This design comes from an exercise in tuning for small area and a short achievable clock period on the open sky130 flow, not from production work. Only simulation tests tie the RTL to the original design; equivalence was not proved. Power is estimated from default activity; no workload was simulated.

**design/flow/config.mk**
```make
export PLATFORM = sky130hd
export DESIGN_NAME = exe_top
export DESIGN_NICKNAME = exe_top
export VERILOG_FILES = /design/flow/design.v
export SDC_FILE = /design/flow/constraint.sdc
export NUM_CORES = 4
export LEC_CHECK = 0
export CAP_MARGIN = 20
export CORE_MARGIN = 2
export CORE_UTILIZATION = 30
export PLACE_DENSITY = 0.5
export SETUP_SLACK_MARGIN = 5
export SLEW_MARGIN = 20
```
**design/flow/constraint.sdc**
```tcl
create_clock -name core_clock -period 11.0 [get_ports {clk_i}]
set_input_delay 2.2000 -clock core_clock [delete_from_list [all_inputs] [get_ports {clk_i}]]
set_output_delay 2.2000 -clock core_clock [all_outputs]
set_load 0.01 [all_outputs]
```
**design/flow/design.v**
```verilog
package exe_pkg;
    localparam int XLEN     = 32;
    localparam int REG_AW   = 5;
    localparam int NUM_REGS = 32;
    localparam int IMM_W    = 16;
    localparam int JADDR_W  = 26;
    localparam int CODE_W   = 6;    
    localparam int SP_IDX   = 29;
    localparam int LINK_IDX = 31;   
    localparam logic [CODE_W-1:0] OP_RTYPE = 6'h00;
    localparam logic [CODE_W-1:0] OP_J     = 6'h02;
    localparam logic [CODE_W-1:0] OP_JAL   = 6'h03;
    localparam logic [CODE_W-1:0] OP_BEQ   = 6'h04;
    localparam logic [CODE_W-1:0] OP_BNE   = 6'h05;
    localparam logic [CODE_W-1:0] OP_ADDI  = 6'h08;
    localparam logic [CODE_W-1:0] OP_ADDIU = 6'h09;
    localparam logic [CODE_W-1:0] OP_SLTI  = 6'h0a;
    localparam logic [CODE_W-1:0] OP_SLTIU = 6'h0b;
    localparam logic [CODE_W-1:0] OP_ANDI  = 6'h0c;
    localparam logic [CODE_W-1:0] OP_ORI   = 6'h0d;
    localparam logic [CODE_W-1:0] OP_XORI  = 6'h0e;
    localparam logic [CODE_W-1:0] OP_LUI   = 6'h0f;
    localparam logic [CODE_W-1:0] OP_LW    = 6'h23;
    localparam logic [CODE_W-1:0] OP_SW    = 6'h2b;
    localparam logic [CODE_W-1:0] FN_SLL  = 6'h00;
    localparam logic [CODE_W-1:0] FN_SRL  = 6'h02;
    localparam logic [CODE_W-1:0] FN_SRA  = 6'h03;
    localparam logic [CODE_W-1:0] FN_SLLV = 6'h04;
    localparam logic [CODE_W-1:0] FN_SRLV = 6'h06;
    localparam logic [CODE_W-1:0] FN_SRAV = 6'h07;
    localparam logic [CODE_W-1:0] FN_JR   = 6'h08;
    localparam logic [CODE_W-1:0] FN_ADD  = 6'h20;
    localparam logic [CODE_W-1:0] FN_ADDU = 6'h21;
    localparam logic [CODE_W-1:0] FN_SUB  = 6'h22;
    localparam logic [CODE_W-1:0] FN_SUBU = 6'h23;
    localparam logic [CODE_W-1:0] FN_AND  = 6'h24;
    localparam logic [CODE_W-1:0] FN_OR   = 6'h25;
    localparam logic [CODE_W-1:0] FN_XOR  = 6'h26;
    localparam logic [CODE_W-1:0] FN_NOR  = 6'h27;
    localparam logic [CODE_W-1:0] FN_SLT  = 6'h2a;
    localparam logic [CODE_W-1:0] FN_SLTU = 6'h2b;
    typedef logic [REG_AW-1:0] reg_idx_t;
    typedef logic [XLEN-1:0]   word_t;
    localparam word_t SP_RESET = 32'h0000_3fff;
    typedef struct packed {
        logic [CODE_W-1:0] opcode;
        reg_idx_t          rs;
        reg_idx_t          rt;
        reg_idx_t          rd;
        logic [REG_AW-1:0] shamt;
        logic [CODE_W-1:0] funct;
    } instr_r_t;
    typedef struct packed {
        logic [CODE_W-1:0] opcode;
        reg_idx_t          rs;
        reg_idx_t          rt;
        logic [IMM_W-1:0]  imm;
    } instr_i_t;
    typedef struct packed {
        logic [CODE_W-1:0]  opcode;
        logic [JADDR_W-1:0] target;
    } instr_j_t;
    typedef union packed {
        instr_r_t r;
        instr_i_t i;
        instr_j_t j;
    } instr_u;
endpackage
module exe_alu (
    input  exe_pkg::word_t  op_a_i,       
    input  exe_pkg::word_t  op_b_i,       
    input  logic [15:0]     imm_i,
    input  logic [4:0]      shamt_i,
    input  logic            use_imm_i,    
    input  logic            imm_sx_i,     
    input  logic            sub_i,
    input  logic            slt_u_i,      
    input  logic [1:0]      log_op_i,     
    input  logic            sh_var_i,     
    input  logic            sh_fill_i,    
    input  logic            r_sum_i,      
    input  logic            r_log_i,
    input  logic            r_slt_i,
    input  logic            r_shl_i,
    input  logic            r_shr_i,
    input  logic            r_lui_i,
    input  logic            r_link_i,
    output exe_pkg::word_t  result_o,
    output exe_pkg::word_t  sum_o,
    output logic            eq_o          
);
    exe_pkg::word_t opb;
    exe_pkg::word_t opbx;
    logic [33:0]    add_full;
    logic           cout;
    assign opb  = use_imm_i ? {{16{imm_sx_i & imm_i[15]}}, imm_i} : op_b_i;
    assign opbx = opb ^ {32{sub_i}};
    assign add_full = {1'b0, op_a_i, 1'b1} + {1'b0, opbx, sub_i};
    assign sum_o = add_full[32:1];
    assign cout  = add_full[33];
    logic lt;
    assign lt   = slt_u_i ? !cout
                          : ((op_a_i[31] ^ opb[31]) ? op_a_i[31] : sum_o[31]);
    assign eq_o = &(op_a_i ^ opbx);    
    exe_pkg::word_t logic_res;
    always_comb begin
        case (log_op_i)
            2'b00:   logic_res = op_a_i & opb;
            2'b01:   logic_res = op_a_i | opb;
            2'b10:   logic_res = op_a_i ^ opb;
            default: logic_res = ~(op_a_i | opb);
        endcase
    end
    logic [4:0]     amt;
    exe_pkg::word_t rt_rev;
    exe_pkg::word_t sh_in;
    exe_pkg::word_t sh_out;
    exe_pkg::word_t sh_rev;
    assign amt = sh_var_i ? op_a_i[4:0] : shamt_i;
    always_comb begin
        for (int i = 0; i < 32; i++) begin
            rt_rev[i] = op_b_i[31-i];
        end
    end
    assign sh_in  = r_shl_i ? rt_rev : op_b_i;
    assign sh_out = exe_pkg::word_t'($signed({sh_fill_i & op_b_i[31], sh_in}) >>> amt);
    always_comb begin
        for (int i = 0; i < 32; i++) begin
            sh_rev[i] = sh_out[31-i];
        end
    end
    assign result_o = ({32{r_sum_i}}  & sum_o)
                    | ({32{r_log_i}}  & logic_res)
                    | ({32{r_slt_i}}  & {31'b0, lt})
                    | ({32{r_shl_i}}  & sh_rev)
                    | ({32{r_shr_i}}  & sh_out)
                    | ({32{r_lui_i}}  & {imm_i, 16'b0})
                    | ({32{r_link_i}} & op_b_i);
endmodule
module exe_regfile (
    input  logic              clk_i,
    input  logic              arst_n_i,
    input  exe_pkg::reg_idx_t rs_idx_i,
    input  exe_pkg::reg_idx_t rt_idx_i,
    input  logic              rt_mask_i,   
    output exe_pkg::word_t    rs_data_o,
    output exe_pkg::word_t    rt_data_o,
    input  logic              wr_en_i,     
    input  exe_pkg::reg_idx_t wr_idx_i,
    input  exe_pkg::word_t    wr_data_i,
    input  logic              byp_en_i     
);
    exe_pkg::word_t regs [1:exe_pkg::NUM_REGS-1];
    logic [exe_pkg::NUM_REGS-1:1] written_q;
    logic [exe_pkg::NUM_REGS-1:1] wsel;
    logic [exe_pkg::NUM_REGS-1:1] avail;    
    always_comb begin
        for (int k = 1; k < exe_pkg::NUM_REGS; k++) begin
            wsel[k]  = wr_en_i && (wr_idx_i == exe_pkg::reg_idx_t'(k));
            avail[k] = written_q[k] && !(byp_en_i && wsel[k]);
        end
    end
    always_ff @(posedge clk_i or negedge arst_n_i) begin
        if (!arst_n_i) begin
            written_q <= '0;
        end else begin
            written_q <= written_q | wsel;
        end
    end
    always_ff @(posedge clk_i) begin
        for (int k = 1; k < exe_pkg::NUM_REGS; k++) begin
            if (wsel[k]) begin
                regs[k] <= wr_data_i;
            end
        end
    end
    logic rs_byp, rt_byp, rs_sp, rt_sp;
    assign rs_byp = byp_en_i && wr_en_i && (rs_idx_i == wr_idx_i);
    assign rt_byp = byp_en_i && wr_en_i && (rt_idx_i == wr_idx_i) && !rt_mask_i;
    assign rs_sp  = (rs_idx_i == exe_pkg::reg_idx_t'(exe_pkg::SP_IDX))
                    && !written_q[exe_pkg::SP_IDX] && !(byp_en_i && wsel[exe_pkg::SP_IDX]);
    assign rt_sp  = (rt_idx_i == exe_pkg::reg_idx_t'(exe_pkg::SP_IDX))
                    && !written_q[exe_pkg::SP_IDX] && !(byp_en_i && wsel[exe_pkg::SP_IDX])
                    && !rt_mask_i;
    always_comb begin
        rs_data_o = ({exe_pkg::XLEN{rs_byp}} & wr_data_i) | ({exe_pkg::XLEN{rs_sp}} & exe_pkg::SP_RESET);
        rt_data_o = ({exe_pkg::XLEN{rt_byp}} & wr_data_i) | ({exe_pkg::XLEN{rt_sp}} & exe_pkg::SP_RESET);
        for (int k = 1; k < exe_pkg::NUM_REGS; k++) begin
            rs_data_o = rs_data_o
                | ({exe_pkg::XLEN{(rs_idx_i == exe_pkg::reg_idx_t'(k)) && avail[k]}} & regs[k]);
            rt_data_o = rt_data_o
                | ({exe_pkg::XLEN{(rt_idx_i == exe_pkg::reg_idx_t'(k)) && avail[k] && !rt_mask_i}} & regs[k]);
        end
    end
endmodule
module exe_top (
    input  logic                         clk_i,
    input  logic                         arst_n_i,
    input  logic                         instr_valid_i,
    input  exe_pkg::word_t               instr_i,
    input  exe_pkg::word_t               pc_plus4_i,
    input  exe_pkg::word_t               data_load_i,
    output exe_pkg::word_t               data_addr_o,
    output logic                         data_wen_o,
    output exe_pkg::word_t               data_store_o,
    output logic                         j_valid_o,
    output logic [exe_pkg::JADDR_W-1:0]  j_addr_o,
    output logic                         b_valid_o,
    output logic [exe_pkg::IMM_W-1:0]    b_addr_o
);
    logic [5:0] op;
    logic [5:0] fn;
    logic [4:0] rs;
    logic [4:0] rt;
    logic [4:0] rd;
    assign op = instr_i[31:26];
    assign rs = instr_i[25:21];
    assign rt = instr_i[20:16];
    assign rd = instr_i[15:11];
    assign fn = instr_i[5:0];
    logic is_r;
    logic r_shl, r_shr, r_add, r_log, r_slt, r_jr;
    logic i_add, i_slt, i_log, i_lui, i_jal, i_j, i_br, i_lw, i_sw;
    assign is_r  = (op == exe_pkg::OP_RTYPE);
    assign r_shl = is_r && (fn == exe_pkg::FN_SLL || fn == exe_pkg::FN_SLLV);
    assign r_shr = is_r && (fn == exe_pkg::FN_SRL || fn == exe_pkg::FN_SRA
                            || fn == exe_pkg::FN_SRLV || fn == exe_pkg::FN_SRAV);
    assign r_add = is_r && (fn[5:2] == 4'b1000);                 
    assign r_log = is_r && (fn[5:2] == 4'b1001);                 
    assign r_slt = is_r && (fn[5:1] == 5'b10101);                
    assign r_jr  = is_r && (fn == exe_pkg::FN_JR);
    assign i_add = (op[5:1] == 5'b00100);                        
    assign i_slt = (op[5:1] == 5'b00101);                        
    assign i_log = (op[5:2] == 4'b0011) && (op[1:0] != 2'b11);   
    assign i_lui = (op == exe_pkg::OP_LUI);
    assign i_jal = (op == exe_pkg::OP_JAL);
    assign i_j   = (op == exe_pkg::OP_J);
    assign i_br  = (op[5:1] == 5'b00010);                        
    assign i_lw  = (op == exe_pkg::OP_LW);
    assign i_sw  = (op == exe_pkg::OP_SW);
    logic              alu_wr;
    exe_pkg::reg_idx_t dest;
    assign alu_wr = r_add || r_log || r_slt || r_shl || r_shr
                    || i_add || i_log || i_slt || i_lui || i_jal;
    assign dest   = is_r ? rd : (i_jal ? exe_pkg::reg_idx_t'(exe_pkg::LINK_IDX) : rt);
    logic              we_q;      
    logic              lw_q;      
    exe_pkg::reg_idx_t dest_q;
    logic              jv_q, br_q, sw_q;
    logic              bne_q, jr_q;
    exe_pkg::word_t    op_a_q, op_b_q;
    logic [25:0]       ins_q;     
    logic              use_imm_q, imm_sx_q, sub_q, slt_u_q, sh_var_q, sh_fill_q;
    logic [1:0]        log_op_q;
    logic              r_sum_q, r_log_q, r_slt_q, r_shl_q, r_shr_q, r_lui_q, r_link_q;
    logic              ld_pend;   
    logic              we_d;
    exe_pkg::word_t    rs_data, rt_data;
    exe_pkg::word_t    result, sum, wr_data;
    logic              eq;
    assign ld_pend = we_q && lw_q;
    assign we_d    = instr_valid_i && (i_lw || (alu_wr && !ld_pend)) && (dest != '0);
    always_ff @(posedge clk_i or negedge arst_n_i) begin
        if (!arst_n_i) begin
            we_q <= 1'b0;
            jv_q <= 1'b0;
            br_q <= 1'b0;
            sw_q <= 1'b0;
        end else begin
            we_q <= we_d;
            jv_q <= instr_valid_i && (r_jr || i_j || i_jal);
            br_q <= instr_valid_i && i_br;
            sw_q <= instr_valid_i && i_sw;
        end
    end
    always_ff @(posedge clk_i) begin
        lw_q      <= i_lw;
        dest_q    <= dest;
        bne_q     <= op[0];
        jr_q      <= is_r;
        op_a_q    <= rs_data;
        op_b_q    <= i_jal ? pc_plus4_i : rt_data;
        ins_q     <= instr_i[25:0];
        use_imm_q <= !(is_r || i_br);
        imm_sx_q  <= (op == exe_pkg::OP_SLTI);
        sub_q     <= is_r ? fn[1] : (i_slt || i_br);
        slt_u_q   <= is_r ? fn[0] : op[0];
        log_op_q  <= is_r ? fn[1:0] : op[1:0];
        sh_var_q  <= fn[2];
        sh_fill_q <= fn[1] && fn[0];
        r_sum_q   <= r_add || i_add;
        r_log_q   <= r_log || i_log;
        r_slt_q   <= r_slt || i_slt;
        r_shl_q   <= r_shl;
        r_shr_q   <= r_shr;
        r_lui_q   <= i_lui;
        r_link_q  <= i_jal;
    end
    assign wr_data = lw_q ? data_load_i : result;
    exe_regfile i_regfile (
        .clk_i     (clk_i),
        .arst_n_i  (arst_n_i),
        .rs_idx_i  (rs),
        .rt_idx_i  (rt),
        .rt_mask_i (i_jal),
        .rs_data_o (rs_data),
        .rt_data_o (rt_data),
        .wr_en_i   (we_q),
        .wr_idx_i  (dest_q),
        .wr_data_i (wr_data),
        .byp_en_i  (!lw_q)    
    );
    exe_alu i_alu (
        .op_a_i    (op_a_q),
        .op_b_i    (op_b_q),
        .imm_i     (ins_q[15:0]),
        .shamt_i   (ins_q[10:6]),
        .use_imm_i (use_imm_q),
        .imm_sx_i  (imm_sx_q),
        .sub_i     (sub_q),
        .slt_u_i   (slt_u_q),
        .log_op_i  (log_op_q),
        .sh_var_i  (sh_var_q),
        .sh_fill_i (sh_fill_q),
        .r_sum_i   (r_sum_q),
        .r_log_i   (r_log_q),
        .r_slt_i   (r_slt_q),
        .r_shl_i   (r_shl_q),
        .r_shr_i   (r_shr_q),
        .r_lui_i   (r_lui_q),
        .r_link_i  (r_link_q),
        .result_o  (result),
        .sum_o     (sum),
        .eq_o      (eq)
    );
    assign data_addr_o  = sum;        
    assign data_store_o = op_b_q;
    assign data_wen_o   = sw_q;
    assign j_valid_o    = jv_q;
    assign j_addr_o     = jr_q ? op_a_q[25:0] : ins_q;
    assign b_valid_o    = br_q && (eq ^ bne_q);
    assign b_addr_o     = ins_q[15:0];
endmodule
```
**design/flow/run.sh**
```bash
#!/bin/bash
# synth_recipe.tcl (not shown) runs the flow's synth.tcl, then flattens the netlist and writes it again
# the make line also repeats each setting of config.mk as NAME=value (left out here)
make -C /OpenROAD-flow-scripts/flow DESIGN_CONFIG=/design/flow/config.mk WORK_HOME=/design/flow/orfs CLKGATE_MAP_FILE= SYNTH_SCRIPT=/design/flow/synth_recipe.tcl finish
```
==> results of run 1 <==
-- logic make-up after synthesis --
group | count (synthesis) | synth area share [%]
AO/OA/AOI/OAI | 1487 | 20.4
flip-flops | 1138 | 59.5
AND/OR/NAND/NOR | 993 | 8.82
buffers and inverters | 491 | 3.64
multiplexers | 179 | 4.26
adder cells (fa/ha/maj) | 96 | 2.17
XOR/XNOR | 75 | 1.19
-- state kept, by name, indices dropped and copies added, names as in the netlist, 2 cells and up --
signal	count
dest_q	5
i_regfile.regs	992
op_b_q	32
log_op_q	2
i_regfile.written_q	31
ins_q	26
op_a_q	32
-- report_power, final --
part | internal (mW) | switching, mW | total (mW)
Clock | 2.30 | 1.87 | 4.17
Combinational | 0.421 | 0.737 | 1.16
Sequential | 4.72 | 0.0919 | 4.81
-- per-stage QoR --
stage / hold slack (ns) / std cells / power [mW] / utilization (%) / worst slack, ns
2_1_floorplan: 0.432 / 4459 / 5.31 / - / 5.38
3_3_place_gp: 0.445 / 7012 / 5.86 / 33.6 / 2.84
3_5_place_dp: 0.447 / 7015 / 5.86 / 33.6 / 3.99
4_1_cts: 0.462 / 7323 / 10.0 / 36.8 / 4.77
5_1_grt: 0.473 / 7364 / 10.3 / 37.3 / 4.77
6_report: 0.461 / 7376 / 10.1 / 37.3 / 4.82
-- worst register-to-register path, stage by stage, from the launching register on --
cell and delay, ns:
dfxtp_1 0.31, buf_4 0.36, mux2i_4 0.32, buf_4 0.50
mux4_1 0.82, a221oi_1 0.33, nor2_1 0.09, a21oi_1 0.61
nor2_1 0.11, a211oi_1 0.74, o2bb2ai_1 0.50, inv_1 0.68
-- metal layers --
metal / up-vias / global-route usage, % / share of wire, %
li1: 18900 / - / -
met1: 25600 / 41.6 / 35
met2: 5238 / 49.4 / 41
met3: 1514 / 13.6 / 15
met4: 26 / 23.6 / 8.9
met5: - / 0.911 / 0.21
-- final timing paths --
| path | from | end | depth (start not counted) |
|---|---|---|---|
| setup / recovery | use_imm_q | data_addr_o[19] | 12 |
| hold / removal | i_regfile.written_q[11] | i_regfile.written_q[11] | 1 |
| setup reg to reg | ins_q[2] | i_regfile.regs[17][16] | 11 |
| hold reg to reg | i_regfile.written_q[11] | i_regfile.written_q[11] | 1 |
| max in group asynchronous | arst_n_i | we_q | 1 |
| min in group asynchronous | arst_n_i | i_regfile.written_q[22] | 1 |
-- layout make-up --
class | instances | area share (%)
flip-flops and latches | 1138 | 48.2
inverters | 137 | 0.754
repair buffers | 567 | 7.26
clock inverters | 76 | 1.15
well taps | 2464 | 4.52
multi-input cells | 2830 | 33.4
clock buffers | 149 | 4.66
diodes | 15 | 0.0550
-- cell usage after synthesis, types with 91 or more instances --
cell / number
nand3_1: 121
a222oi_1: 133
a221oi_1: 205
a22o_1: 146
nor2_1: 164
nand2_1: 307
inv_1: 135
dfxtp_1: 111
a22oi_1: 419
nand4_1: 146
ha_1: 96
clkbuf_1: 248
edfxtp_1: 992
o21ai_0: 174
a21oi_1: 145
mux2i_1: 91
-- what timing repair did --
| item | CTS | global route |
|---|---|---|
| cloned | 3 | 0 |
| hold buffers | 0 | 0 |
| endpoints found under the setup margin | 62 | 36 |
| resized for setup | 342 | 92 |
| buffers inserted | 80 | 37 |
| pin swaps | 66 | 54 |
==> results.json, run 1 <==
{
  "grt_pass1_wl_um": 434000,
  "port_buffers": 207,
  "drt.antenna.violating_nets": 0,
  "gr-usage-all-layers_pct": 34.2,
  "grt_antenna_before_repair": 22,
  "root_buffer": "clkbuf_16",
  "firstDrtPassIters": 13,
  "critPathCaptureType": "primary output",
  "status": "no timing/DRC/antenna violations",
  "worstPathArrival_ns": 3.98,
  "vias": 51300,
  "async_flop_share_pct": 3.08,
  "die_area_um2": 188000,
  "cellLeakagePower_nw": 22.9,
  "cts.sinks": 1138,
  "place.gp.congestion": 1.02,
  "synthFlopType": "edfxtp_1",
  "stdcell_area_um2": 68200,
  "worst_setup_path_start_kind": "register",
  "tightest_slew_ns": 1.40,
  "slew_headroom_pct": 6.17,
  "drive_gt1_share_pct": 21.0,
  "die_w_um": 433,
  "wl_per_cell_um": 45.0,
  "fin_setup_tns_ns": 0,
  "crit_family": "compound AO/OA/AOI/OAI gates",
  "fin_crit_ns": 6.18,
  "cp.required_ns": 8.80,
  "num-fill-cells": 17700,
  "yosysWarnings": 4,
  "numCtsBuffers": 119,
  "place_area_um2": 61600,
  "synth_area_leaders": "edfxtp_1 54%, a22oi_1 5.7%, dfxtp_1 4.0%",
  "cts_max_level": 3,
  "drc": 0,
  "synth_area_um2": 55300,
  "ios": 208,
  "max_cap_viol_count": 0,
  "fmax_mhz": 162,
  "cts_buffer_depth": 3,
  "min_path_type": "reg -> reg",
  "rsz0062_at_grt": "true",
  "fin_nets": 4988,
  "postRouteWirelength_um": 332000,
  "synth_edf_count": 992,
  "floorplan.rows": 157,
  "finalMaxSlewViolations": 0,
  "clock_skew_ns": 0.0923,
  "path_cells": "buf_16 > mux2i_4 > xnor2_1 > ha_2 > nand3_1 > mux2_4 > and3b_2 > a21oi_4 > a21boi_2 > o31a_1 > xnor2_4 > buf_6",
  "finalCritPeriodShare_pct": 56.1,
  "mostFrequentLayoutCells": "992 x edfxtp_1, 418 x a22oi_1, 338 x buf_4, 295 x nand2_1, 205 x a221oi_1",
  "core_area_um2": 183000,
  "crit_type": "reg -> out",
  "initialDrtViolationCount": 10100,
  "fp.dieH_um": 433,
  "synth_cell_types": 93,
  "grt_max_degree": 53,
  "avgSynthCellArea_um2": 12.4,
  "via_per_inst": 6.96,
  "regArea_um2": 32900,
  "crit_path_max_fanout": 8,
  "clkLatencyLatePin_ns": 0.82,
  "power_density_nw_per_um2": 149,
  "yosys.area.top_type_share_pct": 53.9,
  "syn_to_final_growth_pct": 23.4,
  "max_stage_delay_ns": 0.46,
  "yosysTopAreaCell": "edfxtp_1",
  "multi_input_area_um2": 22800,
  "ys_ff_latch": 1138,
  "synth_nets": 4654,
  "cp_slowest_cell": "dfxtp_4",
  "cts_tree": "yes",
  "final-hold-violation-count": 0,
  "reg2reg_slack_ns": 5.23,
  "setup_viol": 0,
  "synth_cells": 4459,
  "ir_worst_vdd_mv": 0.126,
  "crit_buf_inv": 2,
  "clk_pin_slew_ns": 0.06,
  "grt_pass1_vias": 47600,
  "seq_area_frac_synth_pct": 59.5,
  "grt-ovfl-total": 0,
  "mostFrequentLayoutCell": "edfxtp_1",
  "start_util_pct": 30.2,
  "dp_hpwl_um": 204000
}
==> run 2: changes to the inputs <==
--- a/design/flow/design.v
+++ b/design/flow/design.v
@@ -91,17 +91,20 @@
 );
     exe_pkg::word_t opb;
     exe_pkg::word_t opbx;
-    logic [33:0]    add_full;
     logic           cout;
     assign opb  = use_imm_i ? {{16{imm_sx_i & imm_i[15]}}, imm_i} : op_b_i;
     assign opbx = opb ^ {32{sub_i}};
-    assign add_full = {1'b0, op_a_i, 1'b1} + {1'b0, opbx, sub_i};
-    assign sum_o = add_full[32:1];
-    assign cout  = add_full[33];
+    exe_add32 i_add (
+        .a_i   (op_a_i),
+        .b_i   (opbx),
+        .c_i   (sub_i),
+        .sum_o (sum_o),
+        .c_o   (cout)
+    );
     logic lt;
     assign lt   = slt_u_i ? !cout
                           : ((op_a_i[31] ^ opb[31]) ? op_a_i[31] : sum_o[31]);
-    assign eq_o = &(op_a_i ^ opbx);    
+    assign eq_o = (op_a_i == op_b_i);
     exe_pkg::word_t logic_res;
     always_comb begin
         case (log_op_i)
@@ -137,6 +140,34 @@
                     | ({32{r_lui_i}}  & {imm_i, 16'b0})
                     | ({32{r_link_i}} & op_b_i);
 endmodule
+module exe_add32 (
+    input  exe_pkg::word_t a_i,
+    input  exe_pkg::word_t b_i,
+    input  logic           c_i,
+    output exe_pkg::word_t sum_o,
+    output logic           c_o
+);
+    logic [31:0] p0;
+    logic [31:0] g [6];
+    logic [31:0] p [6];
+    assign p0   = a_i ^ b_i;
+    assign g[0] = (a_i & b_i) | {31'b0, p0[0] & c_i};
+    assign p[0] = p0;
+    for (genvar l = 0; l < 5; l++) begin : g_lvl
+        localparam int D = 1 << l;
+        for (genvar i = 0; i < 32; i++) begin : g_bit
+            if (i >= D) begin : g_op
+                assign g[l+1][i] = g[l][i] | (p[l][i] & g[l][i-D]);
+                assign p[l+1][i] = p[l][i] & p[l][i-D];
+            end else begin : g_pass
+                assign g[l+1][i] = g[l][i];
+                assign p[l+1][i] = p[l][i];
+            end
+        end
+    end
+    assign sum_o = p0 ^ {g[5][30:0], c_i};
+    assign c_o   = g[5][31];
+endmodule
 module exe_regfile (
     input  logic              clk_i,
     input  logic              arst_n_i,
@@ -333,7 +364,13 @@
         .sum_o     (sum),
         .eq_o      (eq)
     );
-    assign data_addr_o  = sum;        
+    exe_add32 i_addr_add (
+        .a_i   (op_a_q),
+        .b_i   ({16'b0, ins_q[15:0]}),
+        .c_i   (1'b0),
+        .sum_o (data_addr_o),
+        .c_o   ()
+    );
     assign data_store_o = op_b_q;
     assign data_wen_o   = sw_q;
     assign j_valid_o    = jv_q;
==> design/flow/flow/run.sh (new file) <==
#!/bin/bash
set -euo pipefail
work=$(pwd)
rm -rf "$work/orfs_scripts"
cp -r "$FLOW_HOME/scripts" "$work/orfs_scripts"
cp "$work/flow/abc_speed.script" "$work/orfs_scripts/abc_speed.script"
bash standard.sh SCRIPTS_DIR="$work/orfs_scripts" SETUP_SLACK_MARGIN=6 finish > "$work/standard_flow.log" 2>&1
==> design/flow/flow/abc_speed.script (new file) <==
&get -n
&st
&syn2
&nf
&put
buffer -c
upsize -c
dnsize -c
==> design/flow/standard.sh (new file) <==
#!/bin/bash
# synth_recipe.tcl (not shown) runs the flow's synth.tcl, then flattens the netlist and writes it again
# the make line also repeats each setting of config.mk as NAME=value (left out here)
make -C /OpenROAD-flow-scripts/flow DESIGN_CONFIG=/design/flow/config.mk WORK_HOME=/design/flow/orfs CLKGATE_MAP_FILE= SYNTH_SCRIPT=/design/flow/synth_recipe.tcl "${@:-finish}"
removed: design/flow/run.sh
==> run 2 against run 1 <==
  * Largest cell class unchanged
  * First-iteration DRC count down 22%
  * Worst hold slack better by 0.0024 ns
  * Still clean
  * Critical path depth unchanged
  * Die area up 0.52%
  * Register-to-register slack better by 0.81 ns
  * Highest routed layer unchanged
  * Via count down 6.5%
  * Critical endpoint is now data_addr_o[24]
  * Clock skew down 0.063 ns
  * Wire length down 12%
  * Clock power up 7.2%
==> results.json, run 2 <==
{
  "dp_hpwl_um": 174000,
  "yosys.area.top_type_share_pct": 53.6,
  "placed_cells": 6938,
  "vias": 48000,
  "max_cap_viol_count": 0,
  "reg2reg_slack_ns": 6.04,
  "synth_edf_count": 992,
  "layout_setup_ws_ns": 5.49,
  "regArea_um2": 33000,
  "core_area_um2": 184000,
  "initialDrtViolationCount": 7867,
  "die_area_um2": 189000,
  "via_per_inst": 6.60,
  "synth_nets": 4610,
  "drt.antenna.violating_nets": 0,
  "cts_buffer_depth": 3,
  "hold_depth": 1,
  "tightest_slew_ns": 1.16,
  "synth_cell_types": 82,
  "synthTopCellsByCount": "992 x edfxtp_1, 365 x a221oi_1, 353 x a22o_1, 294 x clkbuf_1, 222 x a22oi_1",
  "ios": 208,
  "dp_slack_ns": 4.50,
  "worstPathArrival_ns": 3.31,
  "async_flop_share_pct": 3.08,
  "drive_gt1_share_pct": 19.5,
  "total_power_mw": 10.5,
  "wl_per_cell_um": 39.9,
  "synth.most_common_cell": "edfxtp_1",
  "ir_worst_vdd_mv": 0.134,
  "die_w_um": 434,
  "setup_viol": 0,
  "largest_reg_flops": 992,
  "drc": 0,
  "cts_max_level": 4,
  "mostFrequentLayoutCells": "992 x edfxtp_1, 360 x a221oi_1, 353 x a22o_1, 244 x buf_4, 222 x a22oi_1",
  "multi_input_area_um2": 22500,
  "clock_skew_ns": 0.0295,
  "fp.dieH_um": 434,
  "synth_cells": 4398,
  "yosysTopAreaCell": "edfxtp_1",
  "worst_setup_path_start_kind": "register",
  "reg2reg_depth": 13,
  "syn_to_final_growth_pct": 22.5,
  "cts.sinks": 1138,
  "hold_buffers": 0,
  "postRouteWirelength_um": 290000,
  "place_area_um2": 61600,
  "grt_pass1_wl_um": 384000,
  "critPathCaptureType": "primary output",
  "finalCritPeriodShare_pct": 50.1,
  "routed.top_layer": "met5",
  "num-fill-cells": 17700,
  "cellLeakagePower_nw": 23.6,
  "synth_area_leaders": "edfxtp_1 54%, a221oi_1 5.8%, a22o_1 5.6%",
  "numCtsBuffers": 132,
  "min_from": "i_regfile.written_q[1]",
  "grt_pass1_vias": 44800,
  "fin_crit_ns": 5.51,
  "final-instance-count-excl-fill": 7278,
  "regMostFlops": "i_regfile.regs",
  "grt_antenna_before_repair": 23,
  "holdPathEnd": "i_regfile.written_q[1]",
  "floorplan.rows": 157,
  "r2r-end": "op_a_q[26]",
  "rsz0062_at_grt": "true",
  "grt_max_degree": 65,
  "avgSynthCellArea_um2": 12.6,
  "mostFrequentLayoutCell": "edfxtp_1",
  "cp.required_ns": 8.80,
  "grt-ovfl-total": 0,
  "status": "no timing/DRC/antenna violations",
  "cts_tree": "yes",
  "min_path_type": "reg -> reg",
  "final-hold-violation-count": 0,
  "largestRegisters": "i_regfile.regs (992), op_a_q (32), op_b_q (32)",
  "gr-usage-all-layers_pct": 29.8,
  "crit_type": "reg -> out",
  "wl_met3_um": 39000,
  "root_buffer": "clkbuf_16",
  "firstDrtPassIters": 7,
  "fin_nets": 4907,
  "fin_setup_tns_ns": 0,
  "start_util_pct": 30.3,
  "synth_area_um2": 55600,
  "clk_pin_slew_ns": 0.06,
  "place.gp.congestion": 0.987,
  "seq_area_frac_synth_pct": 59.2,
  "slew_headroom_pct": 22.6,
  "power_density_nw_per_um2": 154,
  "synthFlopType": "edfxtp_1",
  "final_util_pct": 37.1,
  "met1_length_um": 109000,
  "ys_ff_latch": 1138,
  "clkLatencyLatePin_ns": 0.81,
  "yosysWarnings": 7,
  "finalMaxSlewViolations": 0,
  "fmax_mhz": 181,
  "stdcell_area_um2": 68100,
  "holdWs_ns": 0.464,
  "reg2reg_from": "ins_q[2]",
  "port_buffers": 207,
  "crit_path_max_fanout": 3,
  "wl_met2_um": 121000
}
## run 2: worst max-delay path by stage
| stage | from | end | slack [ns] |
|---|---|---|---|
| 2_1_floorplan | use_imm_q | op_b_q[29] | 6.26 |
| 3_3_place_gp | instr_i[28] | op_b_q[5] | 4.32 |
| 3_5_place_dp | instr_i[28] | op_b_q[18] | 4.50 |
| 4_1_cts | op_a_q[0] | data_addr_o[30] | 5.36 |
| 5_1_grt | op_a_q[3] | data_addr_o[30] | 5.41 |
| 6_report | op_a_q[0] | data_addr_o[24] | 5.49 |
## run 2: logic make-up (layout without fill, tap and decap cells)
family | after synthesis | count (layout) | synth area share, %
other cells | 0 | 9 | 0
fa+ha+maj | 113 | 113 | 2.57
xor+xnor | 135 | 135 | 2.13
flops | 1138 | 1138 | 59.2
buf+inv | 487 | 893 | 3.52
compound gates | 1546 | 1546 | 21.7
mux | 175 | 175 | 3.77
simple gates | 804 | 805 | 7.16
## run 2: area by class of cell
| class | instances | share of cell area (%) |
|---|---|---|
| diodes | 9 | 0.0331 |
| repair inverters | 3 | 0.0331 |
| flip-flops and latches | 1138 | 48.4 |
| well taps | 2464 | 4.53 |
| multi-input cells | 2774 | 33.1 |
| clock buffers | 182 | 5.43 |
| inverters | 142 | 0.807 |
| clock inverters | 62 | 0.990 |
| repair buffers | 504 | 6.68 |
## run 2: per-layer routing
layer | track usage (%) | up-vias
li1 | - | 18700
met1 | 38.4 | 24200
met2 | 44.1 | 4126
met3 | 9.15 | 975
met4 | 17.2 | 14
met5 | 0 | -
## run 2: repair_timing
item / 4_1_cts / 5_1_grt
setup buffers: 56 / 24
gates resized for setup: 372 / 124
gates cloned: 3 / 3
endpoints found under the setup margin: 195 / 150
pin swaps: 51 / 34
## run 2: power breakdown
group | switching, mW | internal (mW)
Clock | 1.90 | 2.56
Sequential | 0.0880 | 4.72
Combinational | 0.773 | 0.450
## run 2: worst max-delay path: stages, from the launching register on
cell,delay (ns)
dfxtp_2,0.32
buf_6,0.11
ha_4,0.16
inv_2,0.04
fa_2,0.41
nand3b_1,0.24
a21oi_4,0.25
nor2b_2,0.07
nand3b_1,0.17
nand3_2,0.14
nand4_1,0.16
xnor2_2,0.27
buf_2,0.17
==> run 3: changes to the inputs <==
==> design/flow/flow/run.sh (replaced) <==
#!/bin/bash
# Layout: the standard flow (standard.sh), with these changes:
#  - ABC maps with a lighter script (flow/abc_speed.script: one &syn2 pass,
#    then &nf) that keeps more of the RTL's adder and read-multiplexer
#    structure than ORFS's default speed script;
#  - the port buffers are buf_2 (repair may resize them);
#  - CTS runs without dummy loads, with sink clusters of up to 30 within 60 um.
# The make output goes to standard_flow.log; ORFS's own logs are under orfs/logs.
set -euo pipefail
work=$(pwd)
rm -rf "$work/orfs_scripts"
cp -r "$FLOW_HOME/scripts" "$work/orfs_scripts"
cp "$work/flow/abc_speed.script" "$work/orfs_scripts/abc_speed.script"
bash standard.sh \
    SCRIPTS_DIR="$work/orfs_scripts" \
    SETUP_SLACK_MARGIN=6 \
    "BUFFER_PORTS_ARGS=-buffer_cell sky130_fd_sc_hd__buf_2" \
    "CTS_ARGS=-sink_clustering_enable -repair_clock_nets -dont_use_dummy_load -sink_clustering_size 30 -sink_clustering_max_diameter 60" \
    finish > "$work/standard_flow.log" 2>&1
==> run 3 against run 2 <==
  * Still clean on timing, DRC and antenna
  * Die area unchanged
  * Sequential cell count unchanged
  * Register-to-register slack worse by 0.03 ns
  * Clock power down about 30%
  * Total power down 13%
  * Via count down 3.5%
  * Core utilization down 1.7 points
  * Final cell count down 2.2%
  * Clock-buffer cell count down 82
  * Synthesized cell count unchanged
  * Highest routed layer unchanged
==> results.json, run 3 <==
{
  "status": "no timing/DRC/antenna violations",
  "vias": 46300,
  "worst_setup_path_start_kind": "register",
  "grt_pass1_vias": 42900,
  "setup_viol": 0,
  "worstSetupStartpoint": "op_a_q[0]",
  "drc": 0,
  "yosys.area.top_type_share_pct": 53.6,
  "seq_area_frac_synth_pct": 59.2,
  "place_area_um2": 60500,
  "initialDrtViolationCount": 7272,
  "grtUsageMet1_pct": 36.4,
  "min_path_type": "reg -> reg",
  "mostFrequentLayoutCell": "edfxtp_1",
  "cp_slowest_cell": "nor4_4",
  "yosysTopAreaCell": "edfxtp_1",
  "reg2reg_slack_ns": 6.01,
  "grt_pass1_wl_um": 369000,
  "die_w_um": 434,
  "met2_usage_pct": 43.5,
  "grt.busiest_layer": "met2",
  "core_area_um2": 184000,
  "cts_max_level": 3,
  "port_buffers": 207,
  "cp-endpoint": "b_valid_o",
  "place.gp.congestion": 0.961,
  "ios": 208,
  "reg2reg_depth": 15,
  "max_stage_delay_ns": 0.44,
  "via_per_inst": 6.51,
  "yosysWarnings": 7,
  "largestRegisters": "i_regfile.regs (992), op_a_q (32), op_b_q (32)",
  "holdWs_ns": 0.459,
  "syn_to_final_growth_pct": 17.0,
  "finalCritPeriodShare_pct": 49.3,
  "synth_area_leaders": "edfxtp_1 54%, a221oi_1 5.8%, a22o_1 5.6%",
  "mostFrequentLayoutCells": "992 x edfxtp_1, 360 x a221oi_1, 353 x a22o_1, 246 x buf_4, 222 x a22oi_1",
  "grt_antenna_before_repair": 15,
  "rsz0062_at_grt": "true",
  "grt_max_degree": 65,
  "slew_headroom_pct": 20.3,
  "placed_cells": 6935,
  "regMostFlops": "i_regfile.regs",
  "ir_worst_vdd_mv": 0.123,
  "hold_buffers": 0,
  "fin_setup_tns_ns": 0,
  "max_cap_viol_count": 0,
  "firstDrtPassIters": 8,
  "root_buffer": "clkbuf_16",
  "layout_setup_ws_ns": 5.58,
  "final-instance-count-excl-fill": 7119,
  "stdcell_area_um2": 65000,
  "reg2reg_from": "op_a_q[0]",
  "numCtsBuffers": 100,
  "async_flop_share_pct": 3.08,
  "power_density_nw_per_um2": 140,
  "synth.most_common_cell": "edfxtp_1",
  "largest_reg_flops": 992,
  "crit_buf_inv": 4,
  "floorplan.rows": 157,
  "final_util_pct": 35.4,
  "gr-usage-all-layers_pct": 28.6,
  "dp_slack_ns": 4.47,
  "crit_path_max_fanout": 2,
  "synthTopCellsByCount": "992 x edfxtp_1, 365 x a221oi_1, 353 x a22o_1, 294 x clkbuf_1, 222 x a22oi_1",
  "path_cells": "buf_12 > buf_4 > buf_8 > xor2_4 > nor4_4 > nand4_1 > or3_1 > a21boi_2 > buf_2",
  "synth_cell_types": 82,
  "cts_tree": "yes",
  "fin_crit_ns": 5.42,
  "synth_cells": 4398,
  "finalMaxSlewViolations": 0,
  "synthFlopType": "edfxtp_1",
  "synth_edf_count": 992,
  "critPathCaptureType": "primary output",
  "cts.sinks": 1138,
  "clkLatencyLatePin_ns": 0.77,
  "start_util_pct": 30.3,
  "clk_pin_slew_ns": 0.06,
  "r2r-end": "op_b_q[29]",
  "fin_nets": 4865,
  "worstPathArrival_ns": 3.22,
  "synth_nets": 4610,
  "clock_skew_ns": 0.0857,
  "total_power_mw": 9.09,
  "die_area_um2": 189000,
  "synth_area_um2": 55600,
  "drive_gt1_share_pct": 21.5,
  "avgSynthCellArea_um2": 12.6,
  "final-hold-violation-count": 0,
  "wl_per_cell_um": 39.2,
  "cts_buffer_depth": 3,
  "drt.antenna.violating_nets": 0,
  "crit_type": "reg -> out",
  "cp.required_ns": 8.80,
  "use_met3_pct": 7.57,
  "fmax_mhz": 185,
  "fp.dieH_um": 434,
  "postRouteWirelength_um": 279000,
  "crit_family": "simple AND/OR/NAND/NOR gates",
  "grt-ovfl-total": 0,
  "tightest_slew_ns": 1.20,
  "ys_ff_latch": 1138,
  "crit_cells": 9,
  "cellLeakagePower_nw": 22.6,
  "dp_hpwl_um": 171000
}
==> run 3: cell counts after synthesis <==
No cell type changed its count.
==> run 3: worst min path at each step <==
stage / from / to / slack, ns / cells past startpoint
CTS: i_regfile.written_q[8] / i_regfile.written_q[8] / 0.46 / 1
detailed placement: i_regfile.written_q[12] / i_regfile.written_q[12] / 0.45 / 1
finish: i_regfile.written_q[8] / i_regfile.written_q[8] / 0.46 / 1
global placement: i_regfile.written_q[17] / i_regfile.written_q[17] / 0.44 / 1
floorplan: i_regfile.written_q[10] / i_regfile.written_q[10] / 0.43 / 1
global route: i_regfile.written_q[12] / i_regfile.written_q[12] / 0.47 / 1
==> run 3: cells by family after synthesis <==
family                     Yosys count  synth area share, %
AOI/OAI and AO/OA                 1546                 21.7
DFF                               1138                 59.2
and+or+nand+nor                    804                 7.16
buffers and inverters              487                 3.52
muxes                              175                 3.77
xor gates and xnor gates           135                 2.13
adders and majority gates          113                 2.57
==> run 3: what timing repair did <==
| action | in CTS | in global routing |
|---|---|---|
| setup endpoints to repair | 139 | 125 |
| setup buffers | 45 | 28 |
| resized for setup | 237 | 77 |
| pin swaps | 40 | 46 |
| gates cloned | 2 | 2 |
| endpoints found under the hold margin | 0 | 0 |
==> run 3: layout make-up <==
class / count / area, um2
timing repair buffer: 495 / 3450
timing repair inverter: 3 / 17.5
inverter: 142 / 557
sequential: 1138 / 33000
multi-input combinational: 2773 / 22500
tap: 2464 / 3080
fill: 17800 / 119000
antenna: 4 / 10.0
clock buffer: 100 / 2500
==> run 3: metal layers <==
layer	up-vias	part of all wire [%]	wire, um
met5	-	0.010	28
met2	3566	43	121000
met3	854	12	33200
met4	4	7.3	20400
li1	18500	-	-
met1	23400	37	104000
==> run 3: worst register-to-register path, stage by stage (launching register included) <==
cell       delay (ns)
dfxtp_4          0.41
buf_12           0.13
buf_4            0.11
buf_8            0.11
buf_4            0.20
mux2_8           0.39
mux4_2           0.58
mux2i_1          0.32
mux2i_1          0.22
a211oi_2         0.27
a21oi_1          0.09
a221oi_1         0.71
a31oi_2          0.19
buf_4            0.30
a2111oi_2        0.60
a21oi_1          0.16
==> run 3: report_power, final <==
group	switching [mW]	internal, mW
Clock	1.54	1.59
Combinational	0.775	0.394
Sequential	0.0811	4.72
Total	2.39	6.70
==> run 4: changes to the inputs <==
--- a/design/flow/design.v
+++ b/design/flow/design.v
@@ -84,7 +84,6 @@
     input  logic            r_shl_i,
     input  logic            r_shr_i,
     input  logic            r_lui_i,
-    input  logic            r_link_i,
     output exe_pkg::word_t  result_o,
     output exe_pkg::word_t  sum_o,
     output logic            eq_o          
@@ -94,7 +93,7 @@
     logic           cout;
     assign opb  = use_imm_i ? {{16{imm_sx_i & imm_i[15]}}, imm_i} : op_b_i;
     assign opbx = opb ^ {32{sub_i}};
-    exe_add32 i_add (
+    exe_add32_sk i_add (
         .a_i   (op_a_i),
         .b_i   (opbx),
         .c_i   (sub_i),
@@ -137,8 +136,7 @@
                     | ({32{r_slt_i}}  & {31'b0, lt})
                     | ({32{r_shl_i}}  & sh_rev)
                     | ({32{r_shr_i}}  & sh_out)
-                    | ({32{r_lui_i}}  & {imm_i, 16'b0})
-                    | ({32{r_link_i}} & op_b_i);
+                    | ({32{r_lui_i}}  & {imm_i, 16'b0});
 endmodule
 module exe_add32 (
     input  exe_pkg::word_t a_i,
@@ -168,18 +166,48 @@
     assign sum_o = p0 ^ {g[5][30:0], c_i};
     assign c_o   = g[5][31];
 endmodule
+module exe_add32_sk (
+    input  exe_pkg::word_t a_i,
+    input  exe_pkg::word_t b_i,
+    input  logic           c_i,
+    output exe_pkg::word_t sum_o,
+    output logic           c_o
+);
+    logic [31:0] p0;
+    logic [31:0] g [6];
+    logic [31:0] p [6];
+    assign p0   = a_i ^ b_i;
+    assign g[0] = (a_i & b_i) | {31'b0, p0[0] & c_i};
+    assign p[0] = p0;
+    for (genvar l = 0; l < 5; l++) begin : g_lvl
+        localparam int D = 1 << l;
+        for (genvar i = 0; i < 32; i++) begin : g_bit
+            if ((i / D) % 2 == 1) begin : g_op
+                localparam int J = (i / (2 * D)) * (2 * D) + D - 1;
+                assign g[l+1][i] = g[l][i] | (p[l][i] & g[l][J]);
+                assign p[l+1][i] = p[l][i] & p[l][J];
+            end else begin : g_pass
+                assign g[l+1][i] = g[l][i];
+                assign p[l+1][i] = p[l][i];
+            end
+        end
+    end
+    assign sum_o = p0 ^ {g[5][30:0], c_i};
+    assign c_o   = g[5][31];
+endmodule
 module exe_regfile (
     input  logic              clk_i,
     input  logic              arst_n_i,
     input  exe_pkg::reg_idx_t rs_idx_i,
     input  exe_pkg::reg_idx_t rt_idx_i,
-    input  logic              rt_mask_i,   
     output exe_pkg::word_t    rs_data_o,
     output exe_pkg::word_t    rt_data_o,
     input  logic              wr_en_i,     
     input  exe_pkg::reg_idx_t wr_idx_i,
     input  exe_pkg::word_t    wr_data_i,
-    input  logic              byp_en_i     
+    input  logic              byp_en_i,    
+    input  logic              link_we_i,
+    input  exe_pkg::word_t    link_data_i
 );
     exe_pkg::word_t regs [1:exe_pkg::NUM_REGS-1];
     logic [exe_pkg::NUM_REGS-1:1] written_q;
@@ -196,23 +224,28 @@
             written_q <= '0;
         end else begin
             written_q <= written_q | wsel;
+            if (link_we_i) begin
+                written_q[exe_pkg::LINK_IDX] <= 1'b1;
+            end
         end
     end
     always_ff @(posedge clk_i) begin
         for (int k = 1; k < exe_pkg::NUM_REGS; k++) begin
-            if (wsel[k]) begin
+            if (k == exe_pkg::LINK_IDX && link_we_i) begin
+                regs[k] <= link_data_i;
+            end else if (wsel[k]) begin
                 regs[k] <= wr_data_i;
             end
         end
     end
     logic rs_byp, rt_byp, rs_sp, rt_sp;
     assign rs_byp = byp_en_i && wr_en_i && (rs_idx_i == wr_idx_i);
-    assign rt_byp = byp_en_i && wr_en_i && (rt_idx_i == wr_idx_i) && !rt_mask_i;
+    assign rt_byp = byp_en_i && wr_en_i && (rt_idx_i == wr_idx_i);
     assign rs_sp  = (rs_idx_i == exe_pkg::reg_idx_t'(exe_pkg::SP_IDX))
                     && !written_q[exe_pkg::SP_IDX] && !(byp_en_i && wsel[exe_pkg::SP_IDX]);
     assign rt_sp  = (rt_idx_i == exe_pkg::reg_idx_t'(exe_pkg::SP_IDX))
                     && !written_q[exe_pkg::SP_IDX] && !(byp_en_i && wsel[exe_pkg::SP_IDX])
-                    && !rt_mask_i;
+                   ;
     always_comb begin
         rs_data_o = ({exe_pkg::XLEN{rs_byp}} & wr_data_i) | ({exe_pkg::XLEN{rs_sp}} & exe_pkg::SP_RESET);
         rt_data_o = ({exe_pkg::XLEN{rt_byp}} & wr_data_i) | ({exe_pkg::XLEN{rt_sp}} & exe_pkg::SP_RESET);
@@ -220,7 +253,7 @@
             rs_data_o = rs_data_o
                 | ({exe_pkg::XLEN{(rs_idx_i == exe_pkg::reg_idx_t'(k)) && avail[k]}} & regs[k]);
             rt_data_o = rt_data_o
-                | ({exe_pkg::XLEN{(rt_idx_i == exe_pkg::reg_idx_t'(k)) && avail[k] && !rt_mask_i}} & regs[k]);
+                | ({exe_pkg::XLEN{(rt_idx_i == exe_pkg::reg_idx_t'(k)) && avail[k]}} & regs[k]);
         end
     end
 endmodule
@@ -272,8 +305,8 @@
     logic              alu_wr;
     exe_pkg::reg_idx_t dest;
     assign alu_wr = r_add || r_log || r_slt || r_shl || r_shr
-                    || i_add || i_log || i_slt || i_lui || i_jal;
-    assign dest   = is_r ? rd : (i_jal ? exe_pkg::reg_idx_t'(exe_pkg::LINK_IDX) : rt);
+                    || i_add || i_log || i_slt || i_lui;
+    assign dest   = is_r ? rd : rt;
     logic              we_q;      
     logic              lw_q;      
     exe_pkg::reg_idx_t dest_q;
@@ -283,7 +316,7 @@
     logic [25:0]       ins_q;     
     logic              use_imm_q, imm_sx_q, sub_q, slt_u_q, sh_var_q, sh_fill_q;
     logic [1:0]        log_op_q;
-    logic              r_sum_q, r_log_q, r_slt_q, r_shl_q, r_shr_q, r_lui_q, r_link_q;
+    logic              r_sum_q, r_log_q, r_slt_q, r_shl_q, r_shr_q, r_lui_q;
     logic              ld_pend;   
     logic              we_d;
     exe_pkg::word_t    rs_data, rt_data;
@@ -310,7 +343,7 @@
         bne_q     <= op[0];
         jr_q      <= is_r;
         op_a_q    <= rs_data;
-        op_b_q    <= i_jal ? pc_plus4_i : rt_data;
+        op_b_q    <= rt_data;
         ins_q     <= instr_i[25:0];
         use_imm_q <= !(is_r || i_br);
         imm_sx_q  <= (op == exe_pkg::OP_SLTI);
@@ -325,7 +358,6 @@
         r_shl_q   <= r_shl;
         r_shr_q   <= r_shr;
         r_lui_q   <= i_lui;
-        r_link_q  <= i_jal;
     end
     assign wr_data = lw_q ? data_load_i : result;
     exe_regfile i_regfile (
@@ -333,13 +365,14 @@
         .arst_n_i  (arst_n_i),
         .rs_idx_i  (rs),
         .rt_idx_i  (rt),
-        .rt_mask_i (i_jal),
         .rs_data_o (rs_data),
         .rt_data_o (rt_data),
         .wr_en_i   (we_q),
         .wr_idx_i  (dest_q),
         .wr_data_i (wr_data),
-        .byp_en_i  (!lw_q)    
+        .byp_en_i  (!lw_q),   
+        .link_we_i   (instr_valid_i && i_jal && !ld_pend),
+        .link_data_i (pc_plus4_i)
     );
     exe_alu i_alu (
         .op_a_i    (op_a_q),
@@ -359,7 +392,6 @@
         .r_shl_i   (r_shl_q),
         .r_shr_i   (r_shr_q),
         .r_lui_i   (r_lui_q),
-        .r_link_i  (r_link_q),
         .result_o  (result),
         .sum_o     (sum),
         .eq_o      (eq)
==> design/flow/flow/run.sh (replaced) <==
#!/bin/bash
# Layout: the standard flow (standard.sh), with these changes:
#  - ABC maps with a lighter script (flow/abc_speed.script: one &syn2 pass,
#    then &nf) that keeps more of the RTL's adder and read-multiplexer
#    structure than ORFS's default speed script;
#  - the port buffers are buf_2 (repair may resize them);
#  - CTS runs without dummy loads, with sink clusters of up to 25 within 100 um.
# The make output goes to standard_flow.log; ORFS's own logs are under orfs/logs.
set -euo pipefail
work=$(pwd)
rm -rf "$work/orfs_scripts"
cp -r "$FLOW_HOME/scripts" "$work/orfs_scripts"
cp "$work/flow/abc_speed.script" "$work/orfs_scripts/abc_speed.script"
bash standard.sh \
    SCRIPTS_DIR="$work/orfs_scripts" \
    SETUP_SLACK_MARGIN=5.6 \
    "BUFFER_PORTS_ARGS=-buffer_cell sky130_fd_sc_hd__buf_2" \
    "CTS_ARGS=-sink_clustering_enable -repair_clock_nets -dont_use_dummy_load -sink_clustering_size 25 -sink_clustering_max_diameter 100" \
    finish > "$work/standard_flow.log" 2>&1
==> run 4 against run 3 <==
  * Final area fell by 5.6%
  * Area after synthesis decreased by 1.6%
  * Still clean on timing, DRC and antenna
  * Via count decreased by 4.7%
  * Core utilization shrank 1.5 points
  * Critical endpoint is now data_addr_o[24]
  * Critical path type unchanged
  * Combinational power down 35%
  * Highest routed layer unchanged
  * First-iteration DRC count shrank 9.5%
==> results.json, run 4 <==
{
  "grt_pass1_wl_um": 347000,
  "ios": 208,
  "final-instance-count-excl-fill": 6885,
  "min_path_type": "reg -> reg",
  "rsz0062_at_grt": "true",
  "wl_per_cell_um": 37.8,
  "ir_worst_vdd_mv": 0.110,
  "critPathCaptureType": "primary output",
  "async_flop_share_pct": 3.08,
  "synth_edf_count": 992,
  "synth_cells": 4375,
  "port_buffers": 207,
  "tightest_slew_ns": 1.17,
  "layout_setup_ws_ns": 5.61,
  "ys_ff_latch": 1137,
  "synthTopCellsByCount": "992 x edfxtp_1, 327 x a22o_1, 325 x a221oi_1, 282 x clkbuf_1, 276 x a22oi_1",
  "avgSynthCellArea_um2": 12.5,
  "crit_type": "reg -> out",
  "fin_nets": 4724,
  "via_per_inst": 6.42,
  "grt_antenna_before_repair": 19,
  "clock_skew_ns": 0.0664,
  "dp_slack_ns": 5.11,
  "numCtsBuffers": 56,
  "setup_viol": 0,
  "grt-ovfl-total": 0,
  "hold_buffers": 0,
  "die_area_um2": 186000,
  "start_util_pct": 30.2,
  "worst_setup_path_start_kind": "register",
  "drt.antenna.violating_nets": 0,
  "initialDrtViolationCount": 6584,
  "mostFrequentLayoutCell": "edfxtp_1",
  "fp.dieH_um": 431,
  "synth_nets": 4590,
  "yosys.area.top_type_share_pct": 54.5,
  "slew_headroom_pct": 21.4,
  "core_area_um2": 181000,
  "synth_area_leaders": "edfxtp_1 54%, a22o_1 5.2%, a221oi_1 5.2%",
  "mostFrequentLayoutCells": "992 x edfxtp_1, 327 x a22o_1, 325 x a221oi_1, 276 x a22oi_1, 225 x nand2_1",
  "cellLeakagePower_nw": 21.5,
  "fmax_mhz": 186,
  "worstPathArrival_ns": 3.19,
  "synthFlopType": "edfxtp_1",
  "postRouteWirelength_um": 260000,
  "final-hold-violation-count": 0,
  "synth_area_um2": 54700,
  "vias": 44200,
  "root_buffer": "clkbuf_16",
  "place.gp.congestion": 0.952,
  "status": "no timing/DRC/antenna violations",
  "grt_pass1_vias": 41300,
  "cts.sinks": 1137,
  "finalMaxSlewViolations": 0,
  "holdWs_ns": 0.467,
  "largestRegisters": "i_regfile.regs (992), op_a_q (32), op_b_q (32)",
  "dp_hpwl_um": 159000,
  "fin_setup_tns_ns": 0,
  "crit_path_max_fanout": 3,
  "power_density_nw_per_um2": 128,
  "cts_buffer_depth": 3,
  "cts_tree": "yes",
  "num-fill-cells": 17800,
  "die_w_um": 431,
  "clk_pin_slew_ns": 0.08,
  "cp.required_ns": 8.80,
  "max_cap_viol_count": 0,
  "synth_cell_types": 77,
  "floorplan.rows": 156,
  "firstDrtPassIters": 8,
  "yosysTopAreaCell": "edfxtp_1",
  "largest_reg_flops": 992,
  "gr-usage-all-layers_pct": 26.8,
  "cts_max_level": 2,
  "placed_cells": 6771,
  "synth.most_common_cell": "edfxtp_1",
  "regMostFlops": "i_regfile.regs",
  "clkLatencyLatePin_ns": 0.73,
  "fin_crit_ns": 5.39,
  "finalCritPeriodShare_pct": 49.0,
  "drive_gt1_share_pct": 17.2,
  "syn_to_final_growth_pct": 12.3,
  "grt_max_degree": 67,
  "total_power_mw": 7.86,
  "yosysWarnings": 10,
  "seq_area_frac_synth_pct": 60.1,
  "drc": 0
}
==> run 4: power by group <==
part / internal, mW / leakage [nW] / total [mW] / switching (mW)
clock: 0.906 / 0.690 / 2.31 / 1.40
sequential: 4.70 / 11.0 / 4.80 / 0.0992
combinational: 0.243 / 9.83 / 0.758 / 0.515
total: 5.85 / 21.5 / 7.86 / 2.01
==> run 4: cells by family after synthesis <==
kind of cell / Yosys count / synth area share, %
AO/OA/AOI/OAI: 1507 / 21.1
flip-flops: 1137 / 60.1
AND/OR/NAND/NOR: 877 / 7.89
buffers and inverters: 477 / 3.44
multiplexers: 139 / 2.75
XOR/XNOR: 122 / 1.95
adder cells (fa/ha/maj): 116 / 2.74
==> run 4: path summary, 6_finish.rpt <==
kind,start,to,slack [ns],depth (start not counted)
min in group asynchronous,arst_n_i,br_q,1.65,1
hold / removal,i_regfile.written_q[4],i_regfile.written_q[4],0.47,1
setup / recovery,ins_q[0],data_addr_o[24],5.61,12
max in group asynchronous,arst_n_i,i_regfile.written_q[30],8.69,1
hold reg to reg,i_regfile.written_q[4],i_regfile.written_q[4],0.47,1
setup reg to reg,r_shl_q,i_regfile.regs[15][18],5.71,14
==> run 4: worst max-delay path: stages, from the launching register on <==
cell      delay, ns
dfxtp_4        0.36
ha_4           0.14
inv_2          0.04
fa_2           0.41
nand3b_1       0.19
nand2_2        0.08
and3_4         0.20
nor2b_2        0.06
or4_4          0.50
nand3_4        0.10
nand4_1        0.12
xnor2_1        0.17
buf_2          0.15
==> run 4: area by class of cell <==
cell class	instances	area [um2]	area share (%)
well taps	2370	2970	4.83
clock buffers	56	1400	2.28
repair inverters	13	95.1	0.155
multi-input cells	2761	20900	34.0
diodes	8	20.0	0.0326
flip-flops and latches	1137	33000	53.7
repair buffers	395	2470	4.03
inverters	145	591	0.962
==> run 4: layer usage <==
metal,GRT usage [%],share of wire (%)
met4,15.6,7.1
met5,0,0.018
met2,41.1,44
met3,6.96,12
met1,34.2,38
==> run 4: what timing repair did <==
action | in CTS | in global routing
gates cloned | 5 | 8
resized for setup | 92 | 77
pin swaps | 6 | 13
endpoints found under the setup margin | 264 | 630
endpoints found under the hold margin | 0 | 0
setup buffers | 12 | 23
==> run 4: stage by stage <==
| stage | area (um2) | utilization, % |
|---|---|---|
| 2_1_floorplan | 54700 | - |
| 3_3_place_gp | 59000 | 32.6 |
| 3_5_place_dp | 59000 | 32.6 |
| 4_1_cts | 60800 | 33.6 |
| 5_1_grt | 61400 | 33.9 |
| 6_report | 61400 | 33.9 |

static timing again, ports no longer ideal:
Ports are ideal in the flow. The routed layouts listed here were re-timed in OpenROAD.
Step 1, drivers: a clkbuf_16 drives clk_i and a buf_2 each remaining input, both assumed.
Step 2 moves the port delays by t, midway between the first and last clock arrival at a register: inputs arrive t later, outputs are due t later. That takes back most of the time a late clock gives input paths.
Three values: no drivers, after step 1, after step 2; two values: the first two.
run	t (ns)	slack for setup (ns)	pins driven straight from the clock port
run 1	0.861	4.824 / 4.739 / 4.154	1
run 2	0.880	5.485 / 5.399 / 5.220	1
run 3	0.816	5.581 / 5.491 / 5.241	1
run 4	0.788	5.611 / 5.520 / 5.149	1
After both steps every run listed still meets setup and hold. The setup slack of run 1, which loses most, moves by -0.085 ns with the drivers and by -0.670 ns with both steps.
